Background: an optimization exercise with open tools, aiming at small area. Do not read the settings as production practice. Function was checked by simulation only, so behaviour that the tests miss may differ from the original. No driver is modelled on the clock port, so clocking that relies on it looks cheaper here than on a real chip. Power figures rest on the tool's default switching activity, not on a simulated workload.

==> flow/design.v <==
package miner_pkg;
    localparam int DEF_NONCE_W  = 32;
    localparam int DEF_HEADER_W = 608;
    localparam int DEF_TARGET_W = 256;
    localparam logic [11:0] PAD_BITS = 12'h800;
    typedef enum logic [1:0] {
        IDLE  = 2'd0,
        RUN   = 2'd1,
        DRAIN = 2'd2
    } state_t;
endpackage
module miner_found_fifo #(
    parameter int WIDTH = 32,
    parameter int DEPTH = 4
) (
    input  logic             clk,
    input  logic             rst_n,
    input  logic             push,
    input  logic [WIDTH-1:0] push_data,
    input  logic             pop,
    output logic [WIDTH-1:0] head_data,
    output logic             full,
    output logic             empty
);
    localparam int AW = $clog2(DEPTH);
    logic [WIDTH-1:0] mem [DEPTH];
    logic [DEPTH-1:0] wr_oh;
    logic [DEPTH-1:0] rd_oh;
    logic [AW:0]      count;
    logic             do_push;
    logic             do_pop;
    assign empty     = (count == '0);
    assign full      = (count == (AW+1)'(DEPTH));
    assign do_pop    = pop && !empty;
    assign do_push   = push && (!full || do_pop);
    always_comb begin
        head_data = '0;
        for (int i = 0; i < DEPTH; i++)
            if (rd_oh[i]) head_data = head_data | mem[i];
    end
    always_ff @(posedge clk) begin
        if (!rst_n) begin
            wr_oh <= DEPTH'(1);
            rd_oh <= DEPTH'(1);
            count <= '0;
        end else begin
            if (do_push) wr_oh <= {wr_oh[DEPTH-2:0], wr_oh[DEPTH-1]};
            if (do_pop)  rd_oh <= {rd_oh[DEPTH-2:0], rd_oh[DEPTH-1]};
            if (do_push && !do_pop)      count <= count + (AW+1)'(1);
            else if (!do_push && do_pop) count <= count - (AW+1)'(1);
        end
    end
    always_ff @(posedge clk) begin
        for (int i = 0; i < DEPTH; i++)
            if (do_push && wr_oh[i]) mem[i] <= push_data;
    end
endmodule
module miner_cmp_gt #(
    parameter int W = 32
) (
    input  logic [W-1:0] a,
    input  logic [W-1:0] b,
    output logic         gt
);
    localparam int NG = (W + 1) / 2;
    localparam int LV = (NG > 1) ? $clog2(NG) : 0;
    localparam int N  = 1 << LV;
    logic [2*N-1:0] ax;
    logic [2*N-1:0] bx;
    logic [N-1:0]   g [LV+1];
    logic [N-1:0]   p [LV+1];
    assign ax = (2*N)'(a);
    assign bx = (2*N)'(b);
    always_comb begin
        for (int i = 0; i < N; i++) begin
            g[0][i] = (ax[2*i+1] & ~bx[2*i+1]) | ((ax[2*i+1] | ~bx[2*i+1]) & ax[2*i] & ~bx[2*i]);
            p[0][i] = (ax[2*i+1] | ~bx[2*i+1]) & (ax[2*i] | ~bx[2*i]);
        end
        for (int l = 1; l <= LV; l++) begin
            for (int i = 0; i < N; i++) begin
                if (i < (N >> l)) begin
                    g[l][i] = g[l-1][2*i+1] | (p[l-1][2*i+1] & g[l-1][2*i]);
                    p[l][i] = p[l-1][2*i+1] & p[l-1][2*i];
                end else begin
                    g[l][i] = 1'b0;
                    p[l][i] = 1'b1;
                end
            end
        end
    end
    assign gt = g[LV][0];
endmodule
module miner_nonce_dispatch #(
    parameter int NUM_CORES  = 4,
    parameter int NONCE_W    = miner_pkg::DEF_NONCE_W,
    parameter int HEADER_W   = miner_pkg::DEF_HEADER_W,
    parameter int TARGET_W   = miner_pkg::DEF_TARGET_W,
    parameter int FIFO_DEPTH = 4,
    parameter int PAD_W      = NONCE_W + 12
) (
    input  logic                 clk,
    input  logic                 rst_n,
    input  logic                 job_valid,
    output logic                 job_ready,
    input  logic [HEADER_W-1:0]  job_header,
    input  logic [TARGET_W-1:0]  job_target,
    input  logic [NONCE_W-1:0]   job_nonce_lo,
    input  logic [NONCE_W-1:0]   job_nonce_hi,
    input  logic                 job_stop_first,
    input  logic                 abort,
    output logic [HEADER_W-1:0]  hdr_out,
    input  logic [NUM_CORES-1:0] core_ready,
    output logic [NUM_CORES-1:0] core_issue,
    output logic [NONCE_W-1:0]   core_nonce,
    input  logic                 res_valid,
    input  logic [NONCE_W-1:0]   res_nonce,
    input  logic [TARGET_W-1:0]  res_digest,
    output logic                 found_valid,
    input  logic                 found_ready,
    output logic [NONCE_W-1:0]   found_nonce,
    output logic [PAD_W-1:0]     found_padded,
    output logic                 job_done,
    output logic                 overflow,
    output logic                 busy
);
    localparam int IDX_W = (NUM_CORES > 1) ? $clog2(NUM_CORES) : 1;
    localparam int CNT_W = $clog2(NUM_CORES * 4) + 1;
    miner_pkg::state_t    state;
    miner_pkg::state_t    state_nxt;
    logic [HEADER_W-1:0]  header_q;
    logic [TARGET_W-1:0]  target_q;
    logic [NONCE_W-1:0]   hi_q;
    logic [NONCE_W-1:0]   next_nonce;
    logic [NONCE_W-1:0]   hit_nonce_q;
    logic                 stop_first_q;
    logic                 hit_q;
    logic [IDX_W-1:0]     last_grant;
    logic [IDX_W-1:0]     grant_idx;
    logic [IDX_W-1:0]     cand;
    logic                 grant_any;
    logic                 grant;
    logic                 idle;
    logic                 res_live;
    logic                 miss_now;
    logic                 hit_now;
    logic                 lo_gt_hi;
    logic                 last_issue;
    logic [CNT_W-1:0]     outstanding;
    logic                 fifo_full;
    logic                 fifo_empty;
    logic                 pop;
    always_comb begin
        grant_any = 1'b0;
        grant_idx = last_grant;
        cand      = last_grant;
        for (int i = 1; i <= NUM_CORES; i++) begin
            cand = IDX_W'((int'(last_grant) + i) % NUM_CORES);
            if (!grant_any && core_ready[cand]) begin
                grant_any = 1'b1;
                grant_idx = cand;
            end
        end
    end
    miner_cmp_gt #(.W(TARGET_W)) u_cmp_digest (
        .a  (res_digest),
        .b  (target_q),
        .gt (miss_now)
    );
    miner_cmp_gt #(.W(NONCE_W)) u_cmp_range (
        .a  (job_nonce_lo),
        .b  (job_nonce_hi),
        .gt (lo_gt_hi)
    );
    assign idle       = (state == miner_pkg::IDLE);
    assign res_live   = res_valid && !idle && !abort;
    assign hit_now    = res_live && !miss_now;
    assign grant      = (state == miner_pkg::RUN) && !abort && grant_any && !(stop_first_q && hit_now);
    assign last_issue = grant && (next_nonce == hi_q);
    assign core_issue = grant ? (NUM_CORES'(1) << grant_idx) : '0;
    assign core_nonce = next_nonce;
    assign hdr_out    = header_q;
    assign job_ready  = idle;
    assign busy       = !idle;
    always_ff @(posedge clk) begin
        if (!rst_n) state <= miner_pkg::IDLE;
        else        state <= state_nxt;
    end
    always_comb begin
        state_nxt = state;
        job_done  = 1'b0;
        if (abort && state != miner_pkg::IDLE) begin
            state_nxt = miner_pkg::IDLE;
        end else begin
            case (state)
                miner_pkg::IDLE:  if (job_valid) state_nxt = lo_gt_hi ? miner_pkg::DRAIN : miner_pkg::RUN;
                miner_pkg::RUN:   if (last_issue || (stop_first_q && hit_now)) state_nxt = miner_pkg::DRAIN;
                miner_pkg::DRAIN: if (outstanding == '0) begin
                           job_done  = 1'b1;
                           state_nxt = miner_pkg::IDLE;
                       end
                default: state_nxt = miner_pkg::IDLE;
            endcase
        end
    end
    always_ff @(posedge clk) begin
        if (idle && job_valid) header_q <= job_header;
    end
    always_ff @(posedge clk) begin
        if (idle) begin
            target_q     <= job_target;
            hi_q         <= job_nonce_hi;
            stop_first_q <= job_stop_first;
        end
    end
    always_ff @(posedge clk) begin
        if (idle) begin
            next_nonce <= job_nonce_lo;
            last_grant <= IDX_W'(NUM_CORES - 1);
        end else if (grant) begin
            next_nonce <= next_nonce + NONCE_W'(1);
            last_grant <= grant_idx;
        end
    end
    always_ff @(posedge clk) begin
        hit_nonce_q <= res_nonce;
    end
    always_ff @(posedge clk) begin
        if (!rst_n) hit_q <= 1'b0;
        else        hit_q <= hit_now;
    end
    always_ff @(posedge clk) begin
        if (!rst_n) begin
            outstanding <= '0;
        end else if (abort) begin
            outstanding <= '0;
        end else if (grant && !res_live) begin
            outstanding <= outstanding + CNT_W'(1);
        end else if (!grant && res_live && outstanding != '0) begin
            outstanding <= outstanding - CNT_W'(1);
        end
    end
    assign pop = found_ready && found_valid;
    always_ff @(posedge clk) begin
        if (!rst_n)                              overflow <= 1'b0;
        else if (hit_q && fifo_full && !pop)     overflow <= 1'b1;
    end
    miner_found_fifo #(
        .WIDTH (NONCE_W),
        .DEPTH (FIFO_DEPTH)
    ) u_found_fifo (
        .clk       (clk),
        .rst_n     (rst_n),
        .push      (hit_q),
        .push_data (hit_nonce_q),
        .pop       (pop),
        .head_data (found_nonce),
        .full      (fifo_full),
        .empty     (fifo_empty)
    );
    assign found_valid  = !fifo_empty;
    assign found_padded = PAD_W'({found_nonce, miner_pkg::PAD_BITS});
endmodule
==> flow/config.mk <==
export PLATFORM = sky130hd
export DESIGN_NAME = miner_nonce_dispatch
export DESIGN_NICKNAME = miner_nonce_dispatch
export VERILOG_FILES = /design/flow/design.v
export SDC_FILE = /design/flow/constraint.sdc
export NUM_CORES = 4
export LEC_CHECK = 0
export CAP_MARGIN = 20
export CORE_AREA = 5 5 355 355
export DIE_AREA = 0 0 360 360
export SLEW_MARGIN = 20
==> flow/constraint.sdc <==
create_clock -name core_clock -period 10.0 [get_ports {clk}]
set_input_delay 2.0000 -clock core_clock [delete_from_list [all_inputs] [get_ports {clk}]]
set_output_delay 2.0000 -clock core_clock [all_outputs]
set_load 0.01 [all_outputs]
standard.sh (not shown) runs the stock make flow with config.mk's settings and CLKGATE_MAP_FILE= SYNTH_SCRIPT=/design/flow/synth_recipe.tcl, a recipe that flattens the netlist after the stock synthesis.
==> flow/flow/run.sh <==
#!/bin/bash
# The standard layout, with the port buffers made of the smallest buffer cell,
# the pins allowed on every routing track (so a small die holds all ports, the
# clock pin kept apart from them), and a clock tree of small buffers without
# dummy loads.
set -uo pipefail
export BUFFER_PORTS_ARGS="-buffer_cell sky130_fd_sc_hd__buf_1"
export PRE_IO_PLACEMENT_TCL="$PWD/flow/io.tcl"
export PLACE_PINS_ARGS="-min_distance 1 -min_distance_in_tracks -exclude left:170-190"
export CTS_ARGS="-sink_clustering_enable -repair_clock_nets -dont_use_dummy_load -buf_list {sky130_fd_sc_hd__clkbuf_4 sky130_fd_sc_hd__clkbuf_8} -sink_clustering_size 16 -sink_clustering_max_diameter 60"
export FASTROUTE_TCL="$PWD/flow/fastroute.tcl"
bash standard.sh > standard.log 2>&1
==> flow/flow/fastroute.tcl <==
# Global routing with a lighter reserve on every layer than the platform's 0.2.
set_global_routing_layer_adjustment $::env(MIN_ROUTING_LAYER)-$::env(MAX_ROUTING_LAYER) 0.1
==> flow/flow/io.tcl <==
# Keep the clock pin clear of the dense signal pins: fixed mid left edge,
# with the stretch around it excluded from place_pins.
place_pin -pin_name clk -layer met3 -location {0 180} -pin_size {0.8 0.3} -force_to_die_boundary
==> next run, changes <==
--- a/flow/flow/run.sh
+++ b/flow/flow/run.sh
@@ -7,6 +7,5 @@
 export BUFFER_PORTS_ARGS="-buffer_cell sky130_fd_sc_hd__buf_1"
 export PRE_IO_PLACEMENT_TCL="$PWD/flow/io.tcl"
-export PLACE_PINS_ARGS="-min_distance 1 -min_distance_in_tracks -exclude left:170-190"
+export PLACE_PINS_ARGS="-min_distance 1 -min_distance_in_tracks -exclude left:160-180"
 export CTS_ARGS="-sink_clustering_enable -repair_clock_nets -dont_use_dummy_load -buf_list {sky130_fd_sc_hd__clkbuf_4 sky130_fd_sc_hd__clkbuf_8} -sink_clustering_size 16 -sink_clustering_max_diameter 60"
-export FASTROUTE_TCL="$PWD/flow/fastroute.tcl"
 bash standard.sh > standard.log 2>&1
==> flow/flow/io.tcl (replaced) <==
# Keep the clock pin clear of the dense signal pins: fixed mid left edge,
# with the stretch around it excluded from place_pins.
place_pin -pin_name clk -layer met3 -location {0 170} -pin_size {0.8 0.3} -force_to_die_boundary
- CORE_AREA: 5 5 355 355 -> 5 5 335 335
- DIE_AREA: 0 0 360 360 -> 0 0 340 340
removed: flow/flow/fastroute.tcl
With this change the flow never finished: it broke off in global routing (5_1_grt).
Area after synthesis does not change.
Synthesized cell count does not change.
==> next run, changes <==
--- a/flow/flow/run.sh
+++ b/flow/flow/run.sh
@@ -7,5 +7,5 @@
 export BUFFER_PORTS_ARGS="-buffer_cell sky130_fd_sc_hd__buf_1"
 export PRE_IO_PLACEMENT_TCL="$PWD/flow/io.tcl"
-export PLACE_PINS_ARGS="-min_distance 1 -min_distance_in_tracks -exclude left:160-180"
+export PLACE_PINS_ARGS="-min_distance 1 -min_distance_in_tracks -exclude left:190-210"
 export CTS_ARGS="-sink_clustering_enable -repair_clock_nets -dont_use_dummy_load -buf_list {sky130_fd_sc_hd__clkbuf_4 sky130_fd_sc_hd__clkbuf_8} -sink_clustering_size 16 -sink_clustering_max_diameter 60"
 bash standard.sh > standard.log 2>&1
==> flow/flow/io.tcl (replaced) <==
# Keep the clock pin clear of the dense signal pins: fixed mid left edge,
# with the stretch around it excluded from place_pins.
place_pin -pin_name clk -layer met3 -location {0 200} -pin_size {0.8 0.3} -force_to_die_boundary
- CORE_AREA: 5 5 335 335 -> 5 5 395 395
- DIE_AREA: 0 0 340 340 -> 0 0 400 400
=> The changed run did not get past global routing (5_1_grt), error GRT-0116; synthesized area stays the same; synthesized cell count stays the same.

========
RTL: the design.v shown in full above, as it stands there.
Settings: LEC_CHECK=0, CAP_MARGIN=20, CORE_AREA=5 5 355 355, DIE_AREA=0 0 360 360, SLEW_MARGIN=20; clock period 10.0 ns.
==> flow/flow/run.sh <==
#!/bin/bash
# The standard layout (bash standard.sh), with these changes:
# - the port buffers are the smallest buffer cell, and after global placement
#   each input port's buffer is moved next to its pin (the pin-to-buffer net
#   then stays short and needs no antenna diodes);
# - pins may sit on every routing track, so a small die holds all ports; the
#   clock pin is fixed mid left edge, clear of the signal pins;
# - global routing keeps a 10% reserve per layer instead of 20%;
# - the clock tree uses clkbuf_8 in clusters of up to 16 sinks, no dummy loads.
set -uo pipefail
export BUFFER_PORTS_ARGS="-buffer_cell sky130_fd_sc_hd__buf_1"
export POST_GLOBAL_PLACE_TCL="$PWD/flow/move_inbuf.tcl"
export PRE_IO_PLACEMENT_TCL="$PWD/flow/io.tcl"
export PLACE_PINS_ARGS="-min_distance 1 -min_distance_in_tracks -exclude left:170-190"
export CTS_ARGS="-sink_clustering_enable -repair_clock_nets -dont_use_dummy_load -buf_list {sky130_fd_sc_hd__clkbuf_8} -sink_clustering_size 16 -sink_clustering_max_diameter 100"
export FASTROUTE_TCL="$PWD/flow/fastroute.tcl"
bash standard.sh > standard.log 2>&1
==> flow/flow/fastroute.tcl <==
# Global routing with a lighter reserve on every layer than the platform's 0.2.
set_global_routing_layer_adjustment $::env(MIN_ROUTING_LAYER)-$::env(MAX_ROUTING_LAYER) 0.1
==> flow/flow/io.tcl <==
# Keep the clock pin clear of the dense signal pins: fixed mid left edge,
# with the stretch around it excluded from place_pins.
place_pin -pin_name clk -layer met3 -location {0 180} -pin_size {0.8 0.3} -force_to_die_boundary
==> flow/flow/move_inbuf.tcl <==
# Move each input port's buffer next to its pin, so the unbuffered net from
# the pin (which has no diffusion to protect the buffer's gate) stays short.
set block [ord::get_db_block]
set core [$block getCoreArea]
set moved 0
foreach bt [$block getBTerms] {
  if {[$bt getIoType] != "INPUT"} { continue }
  set net [$bt getNet]
  if {$net == "NULL"} { continue }
  set its [$net getITerms]
  if {[llength $its] != 1} { continue }
  set inst [[lindex $its 0] getInst]
  if {[$inst isFixed]} { continue }
  set bp [lindex [$bt getBPins] 0]
  set box [$bp getBBox]
  set m [$inst getMaster]
  set x [expr {([$box xMin] + [$box xMax]) / 2 - [$m getWidth] / 2}]
  set y [expr {([$box yMin] + [$box yMax]) / 2 - [$m getHeight] / 2}]
  set x [expr {max([$core xMin], min($x, [$core xMax] - [$m getWidth]))}]
  set y [expr {max([$core yMin], min($y, [$core yMax] - [$m getHeight]))}]
  $inst setLocation $x $y
  incr moved
}
puts "moved $moved input buffers next to their pins"
Then changed:
--- a/flow/flow/run.sh
+++ b/flow/flow/run.sh
@@ -8,3 +8,4 @@
 # - global routing keeps a 10% reserve per layer instead of 20%;
-# - the clock tree uses clkbuf_8 in clusters of up to 16 sinks, no dummy loads.
+# - the clock tree uses clkbuf_8 in clusters of up to 16 sinks, no dummy loads;
+#   after it, cells on paths with slack to spare are sized down.
 set -uo pipefail
@@ -15,2 +16,3 @@
 export CTS_ARGS="-sink_clustering_enable -repair_clock_nets -dont_use_dummy_load -buf_list {sky130_fd_sc_hd__clkbuf_8} -sink_clustering_size 16 -sink_clustering_max_diameter 100"
+export POST_CTS_TCL="$PWD/flow/recover.tcl"
 export FASTROUTE_TCL="$PWD/flow/fastroute.tcl"
==> flow/flow/recover.tcl (new file) <==
# After the clock tree and its timing repair: size down cells on paths with
# timing slack to spare, then legalize the placement again.
repair_timing -recover_power 100
detailed_placement
check_placement -verbose
=>
- The changed run completed with no timing, DRC or antenna violations
- global-route usage hardly moves
- count of clock-buffer cells in the layout does not change
- total power is about the same
- worst setup slack got worse by 0.13 ns

==> port drivers added, routing unchanged <==
No port has a modelled driver above. Below, the same layouts with a new extraction and two added sets of constraints. Step 1 (the two cells are an assumption about what drives the block):
set clk [get_ports {clk}]
set_driving_cell -lib_cell sky130_fd_sc_hd__clkbuf_16 $clk
set_driving_cell -lib_cell sky130_fd_sc_hd__buf_2 [delete_from_list [all_inputs] $clk]
Step 2 times the ports against the registers' clock, not the clock port: input delays grow and output delays shrink by t, the midpoint of the rising clock arrivals with the driver on. Slacks: no drivers / after step 1 / after step 2; pairs: no drivers / after step 1.
run	t, ns	setup slack, ns	hold WS [ns]	worst register clock-pin slew, ns
the first run of note 1	0.800	2.521 / 2.440 / 2.440	0.461 / 0.461 / 0.461	0.10 / 0.10
the first run of note 2	0.750	2.280 / 2.250 / 2.250	0.455 / 0.455 / 0.455	0.12 / 0.12
the second run of note 2	0.746	2.150 / 2.119 / 2.119	0.453 / 0.453 / 0.453	0.12 / 0.12
After both steps setup and hold are still met in every run listed. For the first run of note 1, which loses most, drivers alone change the setup slack by -0.081 ns; drivers and shift together by -0.081 ns.
